This is an optimization exercise on Yosys and OpenROAD, whose aim is small area, not a production implementation. In this exercise RTL edits were held to simulation tests only and were not proved equivalent to the original. No activity file was given, so power comes from the tool's default toggle rates.

File: flow/config.mk
export PLATFORM = sky130hd
export DESIGN_NAME = rf_top
export DESIGN_NICKNAME = rf_top
export VERILOG_FILES = /design/flow/design.v
export SDC_FILE = /design/flow/constraint.sdc
export NUM_CORES = 4
export LEC_CHECK = 0
export CAP_MARGIN = 30
export CORE_MARGIN = 2
export CORE_UTILIZATION = 40
export CTS_CLUSTER_DIAMETER = 100
export CTS_CLUSTER_SIZE = 30
export SLEW_MARGIN = 30
export SYNTH_HIERARCHICAL = 1
export SYNTH_MINIMUM_KEEP_SIZE = 0
File: flow/constraint.sdc
create_clock -name core_clock -period 15.0 [get_ports {clk_i}]
set_input_delay 3.0000 -clock core_clock [delete_from_list [all_inputs] [get_ports {clk_i}]]
set_output_delay 3.0000 -clock core_clock [all_outputs]
set_load 0.01 [all_outputs]
File: flow/run.sh
#!/bin/bash
# synth_recipe.tcl (not shown) runs the flow's synth.tcl, then flattens the netlist and writes it again
# the make line also repeats each setting of config.mk as NAME=value (left out here)
make -C /OpenROAD-flow-scripts/flow DESIGN_CONFIG=/design/flow/config.mk WORK_HOME=/design/flow/orfs CLKGATE_MAP_FILE= SYNTH_SCRIPT=/design/flow/synth_recipe.tcl finish
File: flow/design.v
package rf_pkg;
  localparam int unsigned DataWidth = 32;
  localparam int unsigned IntgWidth = 7;
  localparam int unsigned WordWidth = DataWidth + IntgWidth;
  localparam int unsigned AddrWidth = 5;
  localparam logic [IntgWidth*DataWidth-1:0] IntgMask = {
    32'h0810_2040,   
    32'h0408_1020,
    32'h0204_0810,
    32'h8102_0408,
    32'h4081_0204,
    32'h2040_8102,
    32'h1020_4081    
  };
endpackage
module rf_ao22 (
  input  logic a1_i, a2_i, b1_i, b2_i,
  output logic y_o
);
  assign y_o = (a1_i & a2_i) | (b1_i & b2_i);
endmodule
module rf_aoi222 (
  input  logic a1_i, a2_i, b1_i, b2_i, c1_i, c2_i,
  output logic y_o
);
  assign y_o = ~((a1_i & a2_i) | (b1_i & b2_i) | (c1_i & c2_i));
endmodule
module rf_nand4 (
  input  logic a_i, b_i, c_i, d_i,
  output logic y_o
);
  assign y_o = ~(a_i & b_i & c_i & d_i);
endmodule
module rf_nand2 (
  input  logic a_i, b_i,
  output logic y_o
);
  assign y_o = ~(a_i & b_i);
endmodule
module rf_a2111o (
  input  logic a1_i, a2_i, b_i, c_i, d_i,
  output logic y_o
);
  assign y_o = (a1_i & a2_i) | b_i | c_i | d_i;
endmodule
module rf_xor2 (
  input  logic a_i, b_i,
  output logic y_o
);
  assign y_o = a_i ^ b_i;
endmodule
module rf_intg_check (
  input  logic [rf_pkg::WordWidth-1:0] word_i,
  output logic                         err_o
);
  localparam int unsigned DW = rf_pkg::DataWidth;
  localparam int unsigned IW = rf_pkg::IntgWidth;
  logic [IW-1:0] syn;
  for (genvar k = 0; k < IW; k++) begin : gen_syn
    localparam int unsigned N = (DW - k + IW - 1) / IW;   
    logic [N:0] acc;
    assign acc[0] = word_i[DW + k];
    for (genvar j = 0; j < N; j++) begin : gen_x
      rf_xor2 u_x (.a_i(acc[j]), .b_i(word_i[k + IW*j]), .y_o(acc[j+1]));
    end
    assign syn[k] = acc[N];
  end
  assign err_o = |syn;
endmodule
module rf_top #(
  parameter int unsigned NumRegs = 32
) (
  input  logic                         clk_i,
  input  logic                         rst_ni,
  input  logic                         acc_req_i,
  output logic                         acc_gnt_o,
  input  logic                         acc_we_i,
  input  logic [rf_pkg::AddrWidth-1:0] acc_addr_i,
  input  logic [rf_pkg::DataWidth-1:0] acc_wdata_i,
  input  logic [rf_pkg::IntgWidth-1:0] acc_wintg_i,
  output logic                         acc_rvalid_o,
  output logic [rf_pkg::DataWidth-1:0] acc_rdata_o,
  output logic                         acc_err_o,
  output logic                         core_sleep_o,
  output logic                         alert_major_o
);
  localparam int unsigned AW    = rf_pkg::AddrWidth;
  localparam int unsigned DW    = rf_pkg::DataWidth;
  localparam int unsigned WW    = rf_pkg::WordWidth;
  localparam int unsigned NP    = 15;           
  localparam int unsigned NRows = 2 * NP + 1;   
  logic          gnt;
  logic          gnt_we;
  logic          rvalid_q;
  logic          we_q;
  logic          ph_q;
  logic          alert_q;
  logic [AW-1:0] addr_q;
  logic [WW-1:0] wword_q;
  logic [WW-1:0] wword;
  logic          is_read;
  logic          is_write;
  assign gnt          = acc_req_i & ~rvalid_q;
  assign gnt_we       = gnt & acc_we_i;
  assign acc_gnt_o    = gnt;
  assign acc_rvalid_o = rvalid_q;
  assign core_sleep_o = ~acc_req_i & ~rvalid_q;
  always_ff @(posedge clk_i or negedge rst_ni) begin
    if (!rst_ni) begin
      rvalid_q <= 1'b0;
      ph_q     <= 1'b0;
    end else begin
      rvalid_q <= gnt;
      ph_q     <= ~ph_q;
    end
  end
  always_ff @(posedge clk_i) begin
    we_q    <= acc_we_i;
    addr_q  <= acc_addr_i;
    wword_q <= {acc_wintg_i, acc_wdata_i};
  end
  assign is_read  = rvalid_q & ~we_q;
  assign is_write = rvalid_q & we_q;
  logic gnt_n;
  assign gnt_n = ~gnt;
  for (genvar b = 0; b < WW; b++) begin : gen_wword
    rf_ao22 u_wsel (
      .a1_i(gnt),        .a2_i(b < DW ? acc_wdata_i[b] : acc_wintg_i[b-DW]),
      .b1_i(wword_q[b]), .b2_i(gnt_n),
      .y_o (wword[b])
    );
  end
  logic [NumRegs-1:0] wr_now;    
  logic [NumRegs-1:0] hit;       
  logic [NumRegs-1:0] valid_q;
  assign valid_q[0] = 1'b0;
  assign wr_now[0]  = 1'b0;
  assign hit[0]     = 1'b0;
  for (genvar i = 1; i < NumRegs; i++) begin : gen_sel
    if (i < 2 * NP + 1) begin : gen_pair
      assign wr_now[i] = (gnt_we & (acc_addr_i == AW'(i)) & (acc_addr_i[0] == ph_q))
                       | (is_write & (addr_q == AW'(i)) & (addr_q[0] == ph_q));
    end else begin : gen_single
      assign wr_now[i] = gnt_we & (acc_addr_i == AW'(i));
    end
    assign hit[i] = is_read & valid_q[i] & (addr_q == AW'(i));
    always_ff @(posedge clk_i or negedge rst_ni) begin
      if (!rst_ni) begin
        valid_q[i] <= 1'b0;
      end else begin
        valid_q[i] <= valid_q[i] | (gnt_we & (acc_addr_i == AW'(i)));
      end
    end
  end
  logic [NRows-1:0] set;    
  logic [NRows-1:0] keep;
  logic [NRows-1:0] rsel;   
  for (genvar p = 0; p < NP; p++) begin : gen_pair_sel
    assign set[2*p]    = wr_now[2*p+1] | wr_now[2*p+2];
    assign keep[2*p]   = ~set[2*p];
    assign set[2*p+1]  = 1'b0;
    assign keep[2*p+1] = 1'b1;
    assign rsel[2*p]   = ph_q ? hit[2*p+2] : hit[2*p+1];
    assign rsel[2*p+1] = ph_q ? hit[2*p+1] : hit[2*p+2];
  end
  assign set[2*NP]  = wr_now[2*NP+1];
  assign keep[2*NP] = ~set[2*NP];
  assign rsel[2*NP] = hit[2*NP+1];
  logic [WW-1:0] rows_q [NRows];
  logic [WW-1:0] rows_d [NRows];
  for (genvar p = 0; p <= NP; p++) begin : gen_rows
    localparam int unsigned R0  = 2 * p;
    localparam int unsigned SRC = (p < NP) ? 2 * p + 1 : 2 * p;
    for (genvar b = 0; b < WW; b++) begin : gen_bit
      rf_ao22 u_nxt (
        .a1_i(rows_q[SRC][b]), .a2_i(keep[R0]),
        .b1_i(wword[b]),       .b2_i(set[R0]),
        .y_o (rows_d[R0][b])
      );
    end
    if (p < NP) begin : gen_r1
      assign rows_d[R0+1] = rows_q[R0];
    end
  end
  always_ff @(posedge clk_i) begin
    for (int r = 0; r < NRows; r++) begin
      rows_q[r] <= rows_d[r];
    end
  end
  logic [WW-1:0] rword;
  for (genvar b = 0; b < WW; b++) begin : gen_rd
    logic [9:0] g;    
    logic [2:0] n;
    for (genvar j = 0; j < 10; j++) begin : gen_g
      rf_aoi222 u_g (
        .a1_i(rsel[3*j]),   .a2_i(rows_q[3*j][b]),
        .b1_i(rsel[3*j+1]), .b2_i(rows_q[3*j+1][b]),
        .c1_i(rsel[3*j+2]), .c2_i(rows_q[3*j+2][b]),
        .y_o (g[j])
      );
    end
    rf_nand4 u_n0 (.a_i(g[0]), .b_i(g[1]), .c_i(g[2]), .d_i(g[3]), .y_o(n[0]));
    rf_nand4 u_n1 (.a_i(g[4]), .b_i(g[5]), .c_i(g[6]), .d_i(g[7]), .y_o(n[1]));
    rf_nand2 u_n2 (.a_i(g[8]), .b_i(g[9]), .y_o(n[2]));
    rf_a2111o u_o (
      .a1_i(rsel[30]), .a2_i(rows_q[30][b]),
      .b_i (n[0]), .c_i(n[1]), .d_i(n[2]),
      .y_o (rword[b])
    );
  end
  rf_intg_check u_intg_check (
    .word_i(rword),
    .err_o (acc_err_o)
  );
  assign acc_rdata_o = rword[DW-1:0];
  always_ff @(posedge clk_i or negedge rst_ni) begin
    if (!rst_ni) begin
      alert_q <= 1'b0;
    end else begin
      alert_q <= alert_q | acc_err_o;
    end
  end
  assign alert_major_o = alert_q;
endmodule
==> results by group, run 1 <==
GRT
  • Total grt overflow: 0
  • Initial antenna violation count: 4
  • Largest net degree at the start of global routing: 41
  • First-pass GRT wire length: 194800 um
  • Total Routing Usage GR: 25.65%
  • Vias in the first global route: 29940

Critical path
  • Critical path's slowest cell: nor3b_1
  • Critical-path maximum fanout: 39
  • Worst r2r dst: alert_q
  • CP dominant cell by count: xor2_1
  • Worst EP arrival: 6.19 ns
  • Max incr delay on CP: 0.74 ns
  • Setup CP Type: reg -> out
  • Worst EP required: 12.00 ns
  • Reg2Reg Setup Slack: 9.68 ns
  • Worst Reg-to-Reg Cells: 15
  • Worst setup path end: acc_err_o
  • Crit Reg-Reg Startpoint: rvalid_q
  • CP Capture Type: output port
  • Crit. Startpoint: rvalid_q
  • Crit-path cells: nor3b_1, nand4_1, mux2i_4, buf_4, a222oi_1, nand4_1, a2111o_1, xor2_1, xor2_1, xor2_1, xor2_1, xor2_1, nor4_1, nand2_1, clkdlybuf4s50_1
  • Startpoint types: register

Timing
  • Post-layout minimum cycle time: around 9 ns
  • Least-Margin Pin Slew: 1.050 ns
  • Period utilization: 61.28%
  • Final setup viols: 0
  • Setup slack after layout: 5.808 ns
  • RSZ-0062 raised after global routing: false
  • Number of hold violations in the final report: 0
  • Final Slew Violations: 0
  • Worst-case clock skew: around 0.022 ns
  • Rel. slew slack: around 30%
  • Max Fclk: 108.8 MHz
  • Setup TNS: 0 ns

Place
  • Dpl ws: 6.408 ns
  • GP Congestion: 0.8542
  • HPWL after DPL: approximately 74000 um
  • PortBufs: 84
  • Placed cells: around 4200

Power and ir drop
  • Pwr per Cell Area: 140.2 nW/um2
  • Worst IR drop on VDD: 0.00008015 V
  • Static Leak: 16.70 nW

Finish
  • Layout cells sized above 1: 7.750%
  • Post-route insts no fill: around 4200
  • Final core utilization: 45.16%
  • Multi-input logic area: 13290 um2
  • Storage element area: 25950 um2
  • FILL cells: 8441
  • Area Growth Syn to Fin: 12.09%
  • Final Net Count: around 3000

Synthesis
  • Synth Instances: 2799
  • Synth Area per Inst: 13.90 um2
  • Synth Area in Compound Gates: 27.80%
  • #FFs+latches synth: 1288
  • Adder-Cell Fraction of Synth Area: 0%
  • Main synth FF type: dfxtp_1
  • XOR/XNOR Fraction of Synth Area: 0.7428%
  • Post-Syn Area: 38910 um2
  • Post-synthesis mux area share: 0.3891%
  • Largest family of logic cells by synthesized area: compound AO/OA/AOI/OAI gates
  • Post-synthesis simple-gate area fraction: 3.367%
  • Async set-reset flop share out of synthesis: 2.640%
  • Syn. warnings: 11
  • Synth Net Count: approximately 2800
  • Post-synth EDFFs: 0
  • Distinct cell type count after synthesis: 52
  • Seq/Total Area, Yosys: 66.71%

Clocking
  • CTS root buf: clkbuf_16
  • Clock transition at the registers of the reported paths: 0.11 ns
  • CTS Buffer Depth: 3
  • CTS Buf Count: 50
  • # clock sinks: roughly 1300
  • Post-CTS Setup Bufs: 0
  • Skew-Pair Late Insertion Delay: between 0.6 and 0.7 ns
  • Post_cts resized: 0
  • H-tree depth: 2
  • Cts hold-fix bufs: 0
  • CTS tree: yes

Die
  • Die H: 315.9 um
  • Rows: 114
  • Num ports: 85
  • Die area: 99780 um2
  • Starting Density: 40.29%
  • Overall die width: 315.9 um
  • Core Footprint: 96570 um2

Routing
  • WL/cell: 31.02 um
  • Vias: 28980
  • ANT nets after route: 0
  • DRC: 0
  • Starting DRT DRC Count: 4607
  • Vias per cell: 6.848
  • Total Wirelength: approximately 130000 um
  • Pre-antenna DRT Iters: 11

Min path
  • Hold Path Origin: rows_q[6][20]
  • Hold-critical path depth: 0
  • Hold Path Class: reg -> reg

Job
  • Total of max-cap violations: 0

Run status
  • Outcome: finished clean
==> layout make-up <==
class / instances / share of cell area (%)
clock buffer: 56 / 2.992
clock inverter: 6 / 0.1721
antenna: 1 / 0.005738
timing repair buffer: 155 / 3.150
inverter: 4 / 0.03730
multi-input combinational: 1446 / 30.47
tap: 1276 / 3.661
sequential: 1288 / 59.51
==> flip-flops by register name, indices dropped and copies added (netlist names) <==
| signal | count |
|---|---|
| wword_q | 39 |
| we_q | 1 |
| rows_q | 1209 |
| addr_q | 5 |
| valid_q | 31 |
| ph_q | 1 |
| alert_q | 1 |
| rvalid_q | 1 |
==> cell families (layout without fill, tap and decap cells) <==
group                  count (synthesis)  after routing
flip-flops                          1288           1288
buffers and inverters                 65            221
multiplexers                          15             15
AND/OR/NAND/NOR                      223            223
XOR/XNOR                              33             33
AO/OA/AOI/OAI                       1175           1175
other                                  0              1
==> per-module statistics from Yosys (local to each module, per instance), excerpt <==
module / flops+latches / copies in the design / cells / cell area [um2]
rf_xor2: 0 / 32 / 1 / 8.758
rf_ao22: 0 / 663 / 1 / 8.758
rf_nand2: 0 / 39 / 1 / 3.754
rf_a2111o: 0 / 39 / 1 / 11.26
rf_top: 1288 / 1 / 1555 / 27830
rf_aoi222: 0 / 390 / 1 / 10.01
rf_nand4: 0 / 78 / 1 / 6.256
==> synthesized netlist by cell type (3+ instances only) <==
master / instances / area share [%]
a221oi_1: 7 / 0.16
buf_2: 12 / 0.15
buf_4: 32 / 0.62
nor2b_1: 6 / 0.096
nand3_1: 3 / 0.039
a31o_2: 8 / 0.18
nand2_1: 44 / 0.42
nand3b_1: 4 / 0.077
dfxtp_1: 1254 / 65
a2111o_1: 39 / 1.1
clkbuf_1: 14 / 0.14
nor2_1: 9 / 0.087
nor4_1: 3 / 0.048
a222oi_1: 390 / 10
nor3_1: 8 / 0.10
dfrtp_1: 34 / 2.2
inv_1: 3 / 0.029
nand4_1: 124 / 2.0
a21oi_1: 16 / 0.21
a21o_1: 23 / 0.44
a2bb2oi_1: 4 / 0.090
a22oi_1: 4 / 0.077
a221o_1: 6 / 0.15
xor2_1: 33 / 0.74
a22o_1: 667 / 15
a211oi_2: 3 / 0.096
mux2i_1: 14 / 0.36
o2bb2ai_1: 4 / 0.090
==> routing by layer <==
metal | vias up | global-route usage, % | wire [um]
li1 | 12180 | - | -
met1 | 14750 | 33.78 | 53300
met2 | 1735 | 41.30 | 59490
met3 | 321 | 5.733 | 13730
met4 | 4 | 9.403 | 4731
met5 | - | 0 | 27
==> placed cells by master, fill, tap and decap left out, types with 3 or more instances in the layout <==
master and n:
a22oi_2 4, nor2b_2 3, a221o_2 7, a21oi_4 16, a221oi_4 7, buf_4 71
a31o_2 8, a211oi_2 3, nor2_1 9, nand2_1 44, a22o_2 11, nand3b_1 4
nor3_1 7, a21o_1 23, a22o_4 3, mux2i_4 14, clkbuf_1 4, clkdlybuf4s50_1 84
a2111o_1 39, a222oi_1 390, xor2_1 33, nand4_1 124, nor4_1 3, dfrtp_1 34
o2bb2ai_4 4, a2bb2oi_4 4, a22o_1 653, dfxtp_1 1254, clkbuf_16 51
==> how the worst min path moves through the flow <==
stage | to
finish | rows_q[7][20]
floorplan | rows_q[13][0]
global placement | rows_q[9][5]
detailed placement | rows_q[7][5]
global route | rows_q[7][20]
CTS | rows_q[7][20]
==> power by group <==
group / switching [mW] / internal, mW
registers: 0.221 / 3.82
logic: 0.180 / 0.213
clock network: 1.05 / 0.636
total: 1.45 / 4.66
==> per-stage QoR <==
| step | power [mW] | hold WS, ns | cell area (um2) |
|---|---|---|---|
| after floorplan | 4.302 | 0.3298 | 38910 |
| after global placement | 4.448 | 0.3340 | 42180 |
| after detailed placement | 4.487 | 0.3357 | 42220 |
| after CTS | 6.124 | 0.3443 | 43600 |
| after global routing | 6.315 | 0.3495 | 43610 |
| final | 6.112 | 0.3419 | 43610 |
==> worst max-delay path: cells and delay by family (launching register included) <==
| family | cells | cell delay (ns) |
|---|---|---|
| and+or+nand+nor | 5 | 1.70 |
| buffers and inverters | 2 | 1.17 |
| xor gates and xnor gates | 5 | 1.37 |
| muxes | 1 | 0.22 |
| DFF | 1 | 0.61 |
| AOI/OAI and AO/OA | 2 | 0.41 |
==> run 2: changes to the inputs <==
--- a/flow/config.mk
+++ b/flow/config.mk
@@ -9,6 +9,6 @@
 export CORE_MARGIN = 2
 export CORE_UTILIZATION = 40
-export CTS_CLUSTER_DIAMETER = 100
-export CTS_CLUSTER_SIZE = 30
+export CTS_CLUSTER_DIAMETER = 80
+export CTS_CLUSTER_SIZE = 25
 export SLEW_MARGIN = 30
 export SYNTH_HIERARCHICAL = 1
==> results by group, run 2 <==
Die
  • Starting Density: around two fifths
  • Core Footprint: between 90000 and 100000 um2
  • Overall die width: 315.9 um
  • Rows: 114
  • Die H: between 300 and 400 um
  • Die area: 99780 um2
  • Num ports: 85

Power and ir drop
  • Static Leak: 16.84 nW
  • Sw Ratio: approximately a quarter
  • Internal Pwr Total: 4.784 mW
  • Pwr per Cell Area: 142.8 nW/um2
  • Sequential share of power: 64.4%
  • Clock group share of total power: 29.3%
  • Switching pwr: 1.483 mW
  • Worst IR drop on VDD: 0.00008724 V
  • Comb pwr share: roughly 6.3%
  • Tot Pwr: roughly 6.3 mW

Critical path
  • CP Capture Type: output port
  • Critical-path maximum fanout: 39
  • Crit Reg-Reg Startpoint: rvalid_q
  • Setup CP Type: reg -> out
  • Worst EP arrival: 6.18 ns
  • Reg2Reg Setup Slack: 9.72 ns
  • Startpoint types: register
  • Crit. Startpoint: rvalid_q
  • Worst EP required: approximately 12 ns

Synthesis
  • #FFs+latches synth: 1288
  • Largest cells by area after synthesis: dfxtp_1, a22o_1, a222oi_1, dfrtp_1, nand4_1
  • Async set-reset flop share out of synthesis: 2.640%
  • Synth Instances: approximately 2800
  • Synth Area per Inst: 13.90 um2
  • Most common cell in the netlist: dfxtp_1
  • Yosys top cell by area: dfxtp_1
  • Synth Net Count: between 2000 and 3000
  • Seq/Total Area, Yosys: 66.71%
  • Main synth FF type: dfxtp_1
  • Post-Syn Area: just under 40000 um2
  • Syn. warnings: 11
  • Post-synth EDFFs: 0
  • Synth top cells by count: dfxtp_1, a22o_1, a222oi_1, nand4_1, nand2_1
  • Distinct cell type count after synthesis: 52
  • Area fraction of the dominant cell type after synthesis: 64.52%

Routing
  • DRC: 0
  • Pre-antenna DRT Iters: 9
  • WL/cell: roughly 31 um
  • Starting DRT DRC Count: between 4000 and 5000
  • Vias: about 29000
  • Vias per cell: 6.868
  • ANT nets after route: 0
  • Total Wirelength: 131600 um

Finish
  • Layout cells sized above 1: approximately 8%
  • Largest registers: rows_q (1209), wword_q (39), valid_q (31)
  • Reg with most FFs: rows_q
  • Area Growth Syn to Fin: 12.82%
  • Number of flip-flops in the largest register: 1209
  • Commonest non-fill, non-tap cell in the layout: dfxtp_1
  • FILL cells: 8450
  • Post-route insts no fill: 4244
  • Final Net Count: 3003
  • Multi-input logic area: 13290 um2
  • Storage element area: 25950 um2
  • Most frequent cells in the layout: dfxtp_1, a22o_1, a222oi_1

Timing
  • Period utilization: 61.23%
  • Post-layout minimum cycle time: between 9 and 10 ns
  • WHS: 0.3435 ns
  • Final Slew Violations: 0
  • Max Fclk: about 110 MHz
  • Setup slack after layout: 5.816 ns
  • Setup TNS: 0 ns
  • Final setup viols: 0
  • RSZ-0062 raised after global routing: false
  • Worst-case clock skew: 0.02395 ns
  • Least-Margin Pin Slew: 1.040 ns
  • Number of hold violations in the final report: 0
  • Rel. slew slack: 30.67%

Place
  • Dpl ws: 6.408 ns
  • GP Congestion: 0.8542
  • HPWL after DPL: 73950 um
  • PortBufs: 84
  • Placed cells: 4169

Clocking
  • CTS root buf: clkbuf_16
  • Clock transition at the registers of the reported paths: about 0.10 ns
  • H-tree depth: 2
  • Post_cts resized: 0
  • Skew-Pair Late Insertion Delay: between 0.6 and 0.7 ns
  • Cts hold-fix bufs: 0
  • CTS Buf Count: 60
  • CTS Buffer Depth: 3
  • CTS tree: yes
  • # clock sinks: about 1300
  • Post-CTS Setup Bufs: 0

Job
  • Total of max-cap violations: 0

Min path
  • Hold Path Origin: rows_q[18][18]
  • Hold Path Class: reg -> reg

Run status
  • Outcome: finished clean

GRT
  • First-pass GRT wire length: 195200 um
  • Largest net degree at the start of global routing: just over 40
  • Total Routing Usage GR: 25.71%
  • Initial antenna violation count: 5
  • Vias in the first global route: 29960
  • Total grt overflow: 0
[run 2: critical path: stages, from the launching register on]
cell             delay, ns
dfrtp_1               0.58
nor3b_1               0.74
nand4_1               0.43
mux2i_4               0.24
buf_4                 0.60
a222oi_1              0.20
nand4_1               0.15
a2111o_1              0.16
xor2_1                0.37
xor2_1                0.22
xor2_1                0.19
xor2_1                0.21
xor2_1                0.40
nor4_1                0.09
nand2_1               0.30
clkdlybuf4s50_1       0.61
[run 2: power by group through the flow]
stage	Combinational, mW	Sequential, mW	Clock (mW)
after global placement	0.372	4.08	0
final	0.393	4.04	1.84
after floorplan	0.276	4.03	0
after CTS	0.390	4.03	1.86
after global routing	0.418	4.08	1.98
after detailed placement	0.387	4.10	0
[run 2: path summary, 6_finish.rpt]
check                      depth (start not counted)             end
max                                               15       acc_err_o
min                                                0  rows_q[19][18]
max reg2reg                                       15         alert_q
min reg2reg                                        0  rows_q[19][18]
max in group asynchronous                          2     valid_q[22]
min in group asynchronous                          2     valid_q[16]
[run 2: cell type report]
cell class	count	share of cell area, %
inverters	4	0.03705
diodes	3	0.01710
flip-flops and latches	1288	59.12
clock inverters	6	0.2195
multi-input cells	1446	30.27
well taps	1276	3.637
clock buffers	66	3.568
repair buffers	155	3.130
[run 2: stage by stage]
step / utilization, % / area (um2)
CTS: 45.44 / 43880
global route: 45.45 / 43890
floorplan: - / 38910
finish: 45.46 / 43900
detailed placement: 43.72 / 42220
global placement: 43.68 / 42180
[run 2: per-module statistics from Yosys, one instance, submodules excluded]
module / times used / cells inside / flip-flops and latches / area (um2)
rf_aoi222: 390 / 1 / 0 / 10.01
rf_nand2: 39 / 1 / 0 / 3.754
rf_ao22: 663 / 1 / 0 / 8.758
rf_intg_check: 1 / 3 / 0 / 15.01
rf_nand4: 78 / 1 / 0 / 6.256
rf_top: 1 / 1555 / 1288 / 27830
rf_xor2: 32 / 1 / 0 / 8.758
rf_a2111o: 39 / 1 / 0 / 11.26
[run 2: logic make-up (layout without fill, tap and decap cells)]
family          Yosys count  after routing  synth area share, %
compound gates         1175           1175                27.80
xor+xnor                 33             33               0.7428
buf+inv                  65            231               0.9937
flops                  1288           1288                66.71
mux                      15             15               0.3891
other cells               0              3                    0
simple gates            223            223                3.367
[run 2: routing by layer]
layer | part of all wire (%) | vias up | track usage (%) | routed length, um
met5 | 0.0099 | - | 0 | 13
met4 | 3.7 | 2 | 9.339 | 4854
met3 | 10 | 344 | 5.700 | 13280
met2 | 46 | 1755 | 41.78 | 59990
met1 | 41 | 14850 | 33.59 | 53420
li1 | - | 12200 | - | -

==> separate check: timing with driven ports <==
The flow's constraints put no driver on any port. The routed layouts listed below were extracted and timed again, unchanged, in two steps.
Step 1, drivers: a clkbuf_16 drives clk_i and a buf_2 each remaining input, both assumed.
Step 2 times the ports against the registers' clock, not the clock port: input delays grow and output delays shrink by t, the midpoint of the rising clock arrivals with the driver on.
a / b / c = ideal / step 1 / step 2; a / b = the first two.
run | t, ns | setup WS [ns] | slew at the worst register clock pin (ns)
run 1 | 0.718 | 5.808 / 5.740 / 6.458 | 0.12 / 0.12
run 2 | 0.736 | 5.815 / 5.747 / 6.483 | 0.10 / 0.10
After both steps every run listed still meets setup and hold.
